Background: an optimization exercise with open tools, aiming at small area and few clock cycles. Do not read the settings as production practice. The RTL was checked by simulation tests, not by an equivalence proof against the original design. No activity file was given, so power comes from the tool's default toggle rates.

==> 02-13: inputs <==
## switch_ingress
module switch_ingress
(
    input  logic        clk,
    input  logic        rst_n,
    input  logic        in0_vld,
    input  logic        in0_sop,
    input  logic        in0_eop,
    input  logic [31:0] in0_data,
    input  logic        in1_vld,
    input  logic        in1_sop,
    input  logic        in1_eop,
    input  logic [31:0] in1_data,
    output logic        in_ready0,
    output logic        in_ready1,
    output logic        out_vld,
    output logic        out_sop,
    output logic        out_eop,
    output logic        out_src,
    output logic [1:0]  out_dest,
    output logic [31:0] out_data,
    input  logic        out_ready
);
==> module in_port, before the edit <==
module in_port
(
    input  logic        clk,
    input  logic        rst_n,
    input  logic        vld,
    input  logic        sop,
    input  logic        eop,
    input  logic [31:0] data,
    output logic        in_ready,
    input  logic        rd_sel,     
    input  logic        dsc_sel,    
    output logic [31:0] rd_data,    
    output logic [1:0]  dsc_prio,   
    output logic [4:0]  dsc_len,    
    output logic        avail,      
    input  logic        rd_adv,     
    input  logic        rd_pkt      
);
    logic [31:0] mem [16];
    logic [4:0]  wptr, wbase, rptr;
    logic        recv, bad, full;
    logic [4:0]  len;
    logic [1:0]  prio, dest;
    logic [15:0] crc, crc_nxt;
    logic [4:0]  hlen, used, cnt;
    logic        nowr, fits, take_hdr, take_wr, word_ok, good_end;
    crc16_word crc16 (
        .crc_in  (crc),
        .data_in (data),
        .crc_out (crc_nxt)
    );
    assign hlen = data[4:0];
    assign nowr     = (hlen > 5'd16) | (eop != (hlen == '0));
    assign used     = wbase - rptr;
    assign fits     = ({1'b0, used} + hlen) <= (rd_adv ? 6'd17 : 6'd16);
    assign in_ready = ~recv & (nowr | ((~full | rd_pkt) & fits));
    assign take_hdr = in_ready & vld & sop;
    assign take_wr  = take_hdr & ~nowr;
    assign cnt      = wptr - wbase;       
    assign word_ok  = recv & vld & ~bad & (cnt != len);
    assign good_end = word_ok & eop & (cnt + 1'b1 == len);
    always_ff @(posedge clk) begin
        if (word_ok) begin
            mem[wptr[3:0]] <= data;
        end
    end
    always_comb begin
        rd_data = dsc_sel ? {7'd0, dest, prio, len, crc} : 32'd0;
        for (int i = 0; i < 16; i++) begin
            rd_data = rd_data | ((rd_sel && rptr[3:0] == 4'(i)) ? mem[i] : 32'd0);
        end
    end
    assign dsc_prio = prio;
    assign dsc_len  = len;
    assign avail    = full;
    always_ff @(posedge clk) begin
        if (take_wr) begin
            len  <= hlen;
            prio <= data[6:5];
            dest <= data[8:7];
            crc  <= 16'hFFFF;
        end else if (word_ok) begin
            crc  <= crc_nxt;
        end
    end
    always_ff @(posedge clk) begin
        if (!rst_n) begin
            recv  <= 1'b0;
            bad   <= 1'b0;
            full  <= 1'b0;
            wptr  <= '0;
            wbase <= '0;
            rptr  <= '0;
        end else begin
            if (rd_adv) begin
                rptr <= rptr + 1'b1;
            end
            if (rd_pkt) begin
                full <= 1'b0;
            end
            if (take_hdr) begin
                recv <= ~eop;
                bad  <= nowr;
                if (!nowr) begin
                    full <= eop;          
                end
            end else if (recv & vld) begin
                if (word_ok) begin
                    wptr <= wptr + 1'b1;
                end else begin
                    bad  <= 1'b1;
                end
                if (eop) begin
                    recv <= 1'b0;
                    if (good_end) begin
                        full  <= 1'b1;
                        wbase <= wptr + 1'b1;
                    end else begin
                        wptr <= wbase;    
                    end
                end
            end
        end
    end
endmodule
Settings: LEC_CHECK=0, CAP_MARGIN=20, CORE_MARGIN=2, CORE_UTILIZATION=40, PLACE_DENSITY=0.6, SLEW_MARGIN=20; clock period 7.5 ns.
standard.sh (not shown) runs the stock make flow with config.mk's settings and CLKGATE_MAP_FILE= SYNTH_SCRIPT=/design/flow/synth_recipe.tcl, a recipe that flattens the netlist after the stock synthesis.
==> flow/flow/run.sh <==
#!/bin/bash
set -euo pipefail
export BUFFER_PORTS_ARGS="-buffer_cell sky130_fd_sc_hd__buf_2"
export CTS_ARGS="-sink_clustering_enable -repair_clock_nets -dont_use_dummy_load -sink_clustering_size 24 -sink_clustering_max_diameter 120"
bash standard.sh > standard_flow.log 2>&1
==> inputs of 03-19, as changes to 02-13 <==
--- a/flow/design.v
+++ b/flow/design.v
@@ -36,31 +36,30 @@
     output logic        avail,      
     input  logic        rd_adv,     
     input  logic        rd_pkt      
 );
     logic [31:0] mem [16];
     logic [4:0]  wptr, wbase, rptr;
-    logic        recv, bad, full;
-    logic [4:0]  len;
+    logic        recv, drop, bad, full;
+    logic [4:0]  len, cnt;
     logic [1:0]  prio, dest;
     logic [15:0] crc, crc_nxt;
-    logic [4:0]  hlen, used, cnt;
+    logic [4:0]  hlen, used;
     logic        nowr, fits, take_hdr, take_wr, word_ok, good_end;
     crc16_word crc16 (
         .crc_in  (crc),
         .data_in (data),
         .crc_out (crc_nxt)
     );
     assign hlen = data[4:0];
     assign nowr     = (hlen > 5'd16) | (eop != (hlen == '0));
     assign used     = wbase - rptr;
-    assign fits     = ({1'b0, used} + hlen) <= (rd_adv ? 6'd17 : 6'd16);
-    assign in_ready = ~recv & (nowr | ((~full | rd_pkt) & fits));
+    assign fits     = ({1'b0, used} + hlen) <= 6'd16;
+    assign in_ready = ~recv & ~drop & (nowr | ((~full | rd_pkt) & fits));
     assign take_hdr = in_ready & vld & sop;
     assign take_wr  = take_hdr & ~nowr;
-    assign cnt      = wptr - wbase;       
     assign word_ok  = recv & vld & ~bad & (cnt != len);
     assign good_end = word_ok & eop & (cnt + 1'b1 == len);
     always_ff @(posedge clk) begin
         if (word_ok) begin
             mem[wptr[3:0]] <= data;
         end
@@ -70,49 +69,56 @@
         for (int i = 0; i < 16; i++) begin
             rd_data = rd_data | ((rd_sel && rptr[3:0] == 4'(i)) ? mem[i] : 32'd0);
         end
     end
     assign dsc_prio = prio;
     assign dsc_len  = len;
-    assign avail    = full;
+    assign avail   = full;
     always_ff @(posedge clk) begin
         if (take_wr) begin
             len  <= hlen;
             prio <= data[6:5];
             dest <= data[8:7];
             crc  <= 16'hFFFF;
-        end else if (word_ok) begin
-            crc  <= crc_nxt;
+            cnt  <= '0;
+            bad  <= 1'b0;
+        end else if (recv & vld) begin
+            if (word_ok) begin
+                crc <= crc_nxt;
+                cnt <= cnt + 1'b1;
+            end else begin
+                bad <= 1'b1;
+            end
         end
     end
     always_ff @(posedge clk) begin
         if (!rst_n) begin
             recv  <= 1'b0;
-            bad   <= 1'b0;
+            drop  <= 1'b0;
             full  <= 1'b0;
             wptr  <= '0;
             wbase <= '0;
             rptr  <= '0;
         end else begin
             if (rd_adv) begin
                 rptr <= rptr + 1'b1;
             end
             if (rd_pkt) begin
                 full <= 1'b0;
             end
-            if (take_hdr) begin
+            if (take_hdr & nowr) begin
+                drop <= ~eop;
+            end else if (drop & vld & eop) begin
+                drop <= 1'b0;
+            end
+            if (take_wr) begin
                 recv <= ~eop;
-                bad  <= nowr;
-                if (!nowr) begin
-                    full <= eop;          
-                end
+                full <= eop;              
             end else if (recv & vld) begin
                 if (word_ok) begin
                     wptr <= wptr + 1'b1;
-                end else begin
-                    bad  <= 1'b1;
                 end
                 if (eop) begin
                     recv <= 1'b0;
                     if (good_end) begin
                         full  <= 1'b1;
                         wbase <= wptr + 1'b1;
@@ -149,13 +155,13 @@
     output logic [31:0] out_data,
     input  logic        out_ready
 );
     logic [31:0] rd0, rd1, rd;
     logic [1:0]  pr0, pr1;
     logic [4:0]  ln0, ln1;
-    logic [2:0]  lowcnt;
+    logic [3:0]  lowcnt;
     logic        pmode, prio1;
     logic        av0, av1;
     logic        busy, src, insop, last, ready_q;
     logic [4:0]  rem;
     logic [1:0]  dest_q;
     logic        pick1, start, cur, xfer;
@@ -220,18 +226,18 @@
     always_ff @(posedge clk) begin
         if (!rst_n) begin
             busy    <= 1'b0;
             insop   <= 1'b1;
             last    <= 1'b1;
             ready_q <= 1'b0;
-            lowcnt  <= 3'd0;
+            lowcnt  <= 4'd0;
             pmode   <= 1'b1;
         end else begin
             ready_q <= out_ready;
-            lowcnt  <= out_ready ? 3'd0 : lowcnt + (lowcnt != 3'd7);
-            if (lowcnt == 3'd7) begin
+            lowcnt  <= out_ready ? 4'd0 : lowcnt + (lowcnt != 4'd15);
+            if (lowcnt == 4'd15) begin
                 pmode <= 1'b1;
             end else if (start) begin
                 pmode <= 1'b0;
             end
             if (start) begin
                 last <= pick1;
==> flow/flow/run.sh (replaced) <==
#!/bin/bash
set -euo pipefail
export BUFFER_PORTS_ARGS="-buffer_cell sky130_fd_sc_hd__buf_1"
export CTS_ARGS="-sink_clustering_enable -repair_clock_nets -dont_use_dummy_load -sink_clustering_size 24 -sink_clustering_max_diameter 120"
bash standard.sh > standard_flow.log 2>&1
Settings changed: CORE_UTILIZATION 40 to 60, PLACE_DENSITY 0.6 to 0.75.
==> inputs of 10-01, as changes to 02-13 <==
--- a/flow/design.v
+++ b/flow/design.v
@@ -29,38 +29,36 @@
     input  logic [31:0] data,
     output logic        in_ready,
     input  logic        rd_sel,     
     input  logic        dsc_sel,    
     output logic [31:0] rd_data,    
     output logic [1:0]  dsc_prio,   
-    output logic [4:0]  dsc_len,    
     output logic        avail,      
     input  logic        rd_adv,     
     input  logic        rd_pkt      
 );
     logic [31:0] mem [16];
     logic [4:0]  wptr, wbase, rptr;
-    logic        recv, bad, full;
-    logic [4:0]  len;
+    logic        recv, drop, bad, full;
+    logic [4:0]  len, cnt;
     logic [1:0]  prio, dest;
     logic [15:0] crc, crc_nxt;
-    logic [4:0]  hlen, used, cnt;
+    logic [4:0]  hlen, used;
     logic        nowr, fits, take_hdr, take_wr, word_ok, good_end;
     crc16_word crc16 (
         .crc_in  (crc),
         .data_in (data),
         .crc_out (crc_nxt)
     );
     assign hlen = data[4:0];
     assign nowr     = (hlen > 5'd16) | (eop != (hlen == '0));
     assign used     = wbase - rptr;
-    assign fits     = ({1'b0, used} + hlen) <= (rd_adv ? 6'd17 : 6'd16);
-    assign in_ready = ~recv & (nowr | ((~full | rd_pkt) & fits));
+    assign fits     = ({1'b0, used} + hlen) <= 6'd16;
+    assign in_ready = ~recv & ~drop & (nowr | (~full & fits));
     assign take_hdr = in_ready & vld & sop;
     assign take_wr  = take_hdr & ~nowr;
-    assign cnt      = wptr - wbase;       
     assign word_ok  = recv & vld & ~bad & (cnt != len);
     assign good_end = word_ok & eop & (cnt + 1'b1 == len);
     always_ff @(posedge clk) begin
         if (word_ok) begin
             mem[wptr[3:0]] <= data;
         end
@@ -69,50 +67,56 @@
         rd_data = dsc_sel ? {7'd0, dest, prio, len, crc} : 32'd0;
         for (int i = 0; i < 16; i++) begin
             rd_data = rd_data | ((rd_sel && rptr[3:0] == 4'(i)) ? mem[i] : 32'd0);
         end
     end
     assign dsc_prio = prio;
-    assign dsc_len  = len;
-    assign avail    = full;
+    assign avail   = full;
     always_ff @(posedge clk) begin
         if (take_wr) begin
             len  <= hlen;
             prio <= data[6:5];
             dest <= data[8:7];
             crc  <= 16'hFFFF;
-        end else if (word_ok) begin
-            crc  <= crc_nxt;
+            cnt  <= '0;
+            bad  <= 1'b0;
+        end else if (recv & vld) begin
+            if (word_ok) begin
+                crc <= crc_nxt;
+                cnt <= cnt + 1'b1;
+            end else begin
+                bad <= 1'b1;
+            end
         end
     end
     always_ff @(posedge clk) begin
         if (!rst_n) begin
             recv  <= 1'b0;
-            bad   <= 1'b0;
+            drop  <= 1'b0;
             full  <= 1'b0;
             wptr  <= '0;
             wbase <= '0;
             rptr  <= '0;
         end else begin
             if (rd_adv) begin
                 rptr <= rptr + 1'b1;
             end
             if (rd_pkt) begin
                 full <= 1'b0;
             end
-            if (take_hdr) begin
+            if (take_hdr & nowr) begin
+                drop <= ~eop;
+            end else if (drop & vld & eop) begin
+                drop <= 1'b0;
+            end
+            if (take_wr) begin
                 recv <= ~eop;
-                bad  <= nowr;
-                if (!nowr) begin
-                    full <= eop;          
-                end
+                full <= eop;              
             end else if (recv & vld) begin
                 if (word_ok) begin
                     wptr <= wptr + 1'b1;
-                end else begin
-                    bad  <= 1'b1;
                 end
                 if (eop) begin
                     recv <= 1'b0;
                     if (good_end) begin
                         full  <= 1'b1;
                         wbase <= wptr + 1'b1;
@@ -148,15 +152,12 @@
     output logic [1:0]  out_dest,
     output logic [31:0] out_data,
     input  logic        out_ready
 );
     logic [31:0] rd0, rd1, rd;
     logic [1:0]  pr0, pr1;
-    logic [4:0]  ln0, ln1;
-    logic [2:0]  lowcnt;
-    logic        pmode, prio1;
     logic        av0, av1;
     logic        busy, src, insop, last, ready_q;
     logic [4:0]  rem;
     logic [1:0]  dest_q;
     logic        pick1, start, cur, xfer;
     in_port port0 (
@@ -168,13 +169,12 @@
         .data     (in0_data),
         .in_ready (in_ready0),
         .rd_sel   (~cur & ~out_sop),
         .dsc_sel  (~cur & out_sop),
         .rd_data  (rd0),
         .dsc_prio (pr0),
-        .dsc_len  (ln0),
         .avail    (av0),
         .rd_adv   (xfer & ~cur & ~out_sop),
         .rd_pkt   (xfer & ~cur & out_sop)
     );
     in_port port1 (
         .clk      (clk),
@@ -185,20 +185,17 @@
         .data     (in1_data),
         .in_ready (in_ready1),
         .rd_sel   (cur & ~out_sop),
         .dsc_sel  (cur & out_sop),
         .rd_data  (rd1),
         .dsc_prio (pr1),
-        .dsc_len  (ln1),
         .avail    (av1),
         .rd_adv   (xfer & cur & ~out_sop),
         .rd_pkt   (xfer & cur & out_sop)
     );
-    assign prio1 = (pr1 > pr0) | ((pr1 == pr0) & ~last);
-    assign pick1 = av1 & (~av0 | (pmode ? prio1 :
-                                  ((ln1 < ln0) | ((ln1 == ln0) & prio1))));
+    assign pick1 = av1 & (~av0 | (pr1 > pr0) | ((pr1 == pr0) & ~last));
     assign start = ~busy & (av0 | av1) & ready_q;
     assign cur   = busy ? src : pick1;
     assign rd    = rd0 | rd1;
     assign out_vld  = busy | start;
     assign out_sop  = ~busy | insop;
     assign out_eop  = out_sop ? (rd[20:16] == '0) : (rem == 5'd1);
@@ -220,22 +217,14 @@
     always_ff @(posedge clk) begin
         if (!rst_n) begin
             busy    <= 1'b0;
             insop   <= 1'b1;
             last    <= 1'b1;
             ready_q <= 1'b0;
-            lowcnt  <= 3'd0;
-            pmode   <= 1'b1;
         end else begin
             ready_q <= out_ready;
-            lowcnt  <= out_ready ? 3'd0 : lowcnt + (lowcnt != 3'd7);
-            if (lowcnt == 3'd7) begin
-                pmode <= 1'b1;
-            end else if (start) begin
-                pmode <= 1'b0;
-            end
             if (start) begin
                 last <= pick1;
             end
             if (xfer & out_eop) begin
                 busy  <= 1'b0;
                 insop <= 1'b1;
==> flow/run.sh (new file) <==
#!/bin/bash
# synth_recipe.tcl (not shown) runs the flow's synth.tcl, then flattens the netlist and writes it again
# the make line also repeats each setting of config.mk as NAME=value (left out here)
make -C /OpenROAD-flow-scripts/flow DESIGN_CONFIG=/design/flow/config.mk WORK_HOME=/design/flow/orfs CLKGATE_MAP_FILE= SYNTH_SCRIPT=/design/flow/synth_recipe.tcl finish
removed: flow/flow/run.sh
removed: flow/standard.sh
==> inputs of 08-20, as changes to 02-13 <==
--- a/flow/design.v
+++ b/flow/design.v
@@ -50,13 +50,13 @@
         .data_in (data),
         .crc_out (crc_nxt)
     );
     assign hlen = data[4:0];
     assign nowr     = (hlen > 5'd16) | (eop != (hlen == '0));
     assign used     = wbase - rptr;
-    assign fits     = ({1'b0, used} + hlen) <= (rd_adv ? 6'd17 : 6'd16);
+    assign fits     = ({1'b0, used} + hlen) <= 6'd16;
     assign in_ready = ~recv & (nowr | ((~full | rd_pkt) & fits));
     assign take_hdr = in_ready & vld & sop;
     assign take_wr  = take_hdr & ~nowr;
     assign cnt      = wptr - wbase;       
     assign word_ok  = recv & vld & ~bad & (cnt != len);
     assign good_end = word_ok & eop & (cnt + 1'b1 == len);
==> comparison table <==
| metric | 08-20 | 10-01 | 03-19 | 02-13 |
|---|---|---|---|---|
| Starting Density | 40.1% | 40.3% | 60.7% | 40.4% |
| Area share of fa/ha/maj cells after synthesis | 1.80% | 1.28% | 1.48% | 1.83% |
| Proportion of cell area occupied by registers | 67.3% | 63.0% | 68.2% | 65.7% |
| Detailed-placement wirelength estimate | 97300 um | 99800 um | 88600 um | 102000 um |
| Total global-route track usage | 27.9% | 28.2% | 39.9% | 27.8% |
| Nets@finish | 3045 | 3177 | 3037 | 3169 |
| Terminus of the critical flop-to-flop path | port1.mem[6][17]$_DFFE_PP_ | port0.prio[1]$_DFFE_PP_ | port1.dest[1]$_DFFE_PP_ | port0.len[4]$_DFFE_PP_ |
| Final setup skew | 0.0469 ns | 0.0350 ns | 0.0501 ns | 0.0694 ns |
| Number of tap cells added at floorplan | 1500 | 1500 | 969 | 1500 |
| Min Tclk post-route | 6.37 ns | 6.75 ns | 6.52 ns | 6.77 ns |
| Post-route worst setup slack | 1.13 ns | 0.749 ns | 0.981 ns | 0.734 ns |
| Basic-gate share of the synthesized area counting and, or, nand and nor cells | 5.90% | 6.39% | 5.34% | 5.97% |
| Number of cells on the worst reg-to-reg path | 12 | 11 | 10 | 13 |
| Count of distinct cell types in the synthesized netlist | 69 | 71 | 70 | 77 |
| Total nets after synthesis | 2939 | 2971 | 2899 | 3032 |
| Cell-internal power | 13.4 mW | 14.1 mW | 12.9 mW | 13.9 mW |
| Maximum clock frequency | 157 MHz | 148 MHz | 153 MHz | 148 MHz |
| Run status | no timing/DRC/antenna violations | no timing/DRC/antenna violations | no timing/DRC/antenna violations | no timing/DRC/antenna violations |
| Clock transition time at the flip-flop clock pins of the worst setup and hold paths | 0.10 ns | 0.07 ns | 0.11 ns | 0.10 ns |
| Maximum fanout encountered on the critical timing path | 21 | 22 | 32 | 22 |
| Number of placed instances, taps included | 4357 | 4448 | 3827 | 4478 |
| M3 GR Usage | 6.01% | 6.36% | 11.7% | 5.80% |
| Compound-gate portion of the synthesized area | 11.3% | 10.7% | 11.5% | 11.0% |
| Max VDD drop | 0.930 mV | 1.61 mV | 1.05 mV | 1.13 mV |
| M2 GR Usage | 44.4% | 45.5% | 59.7% | 44.6% |
| Avg WL per Cell | 37.5 um | 35.9 um | 40.2 um | 36.6 um |
| Sequential power share | 33.1% | 33.4% | 35.9% | 31.8% |
Testbench counts of 02-13, summed over its fixed seeds: cycles 15,565.
Testbench counts of 03-19, summed over its fixed seeds: cycles 15,698.
Testbench counts of 10-01, summed over its fixed seeds: cycles 16,115.
Testbench counts of 08-20, summed over its fixed seeds: cycles 15,698.

port drivers added, routing unchanged:
The flow's constraints put no driver on any port. The routed layouts listed below were extracted and timed again, unchanged, in two steps. Step 1 sets driving cells, clkbuf_16 on the clock port and buf_2 on the other inputs (assumed; they add their load-dependent delay and slew). Step 2, shift: input delay + t, output delay - t, t = (earliest + latest rising clock arrival at the registers) / 2. This alone moves slack from input paths to output paths. Three values: ideal ports, drivers, drivers and shift; two values: the first two.
run | shift t [ns] | slack for setup (ns) | latest minus earliest clock arrival (ns) | pins driven straight from the clock port
02-13 | 0.711 | 0.734 / 0.660 / 1.371 | 0.076 / 0.076 | 1
03-19 | 0.718 | 0.981 / 0.916 / 1.633 | 0.055 / 0.055 | 1
10-01 | 0.786 | 0.749 / 0.671 / 1.458 | 0.037 / 0.037 | 1
08-20 | 0.714 | 1.126 / 1.058 / 1.771 | 0.055 / 0.055 | 1
After both steps setup and hold are still met in every run listed.
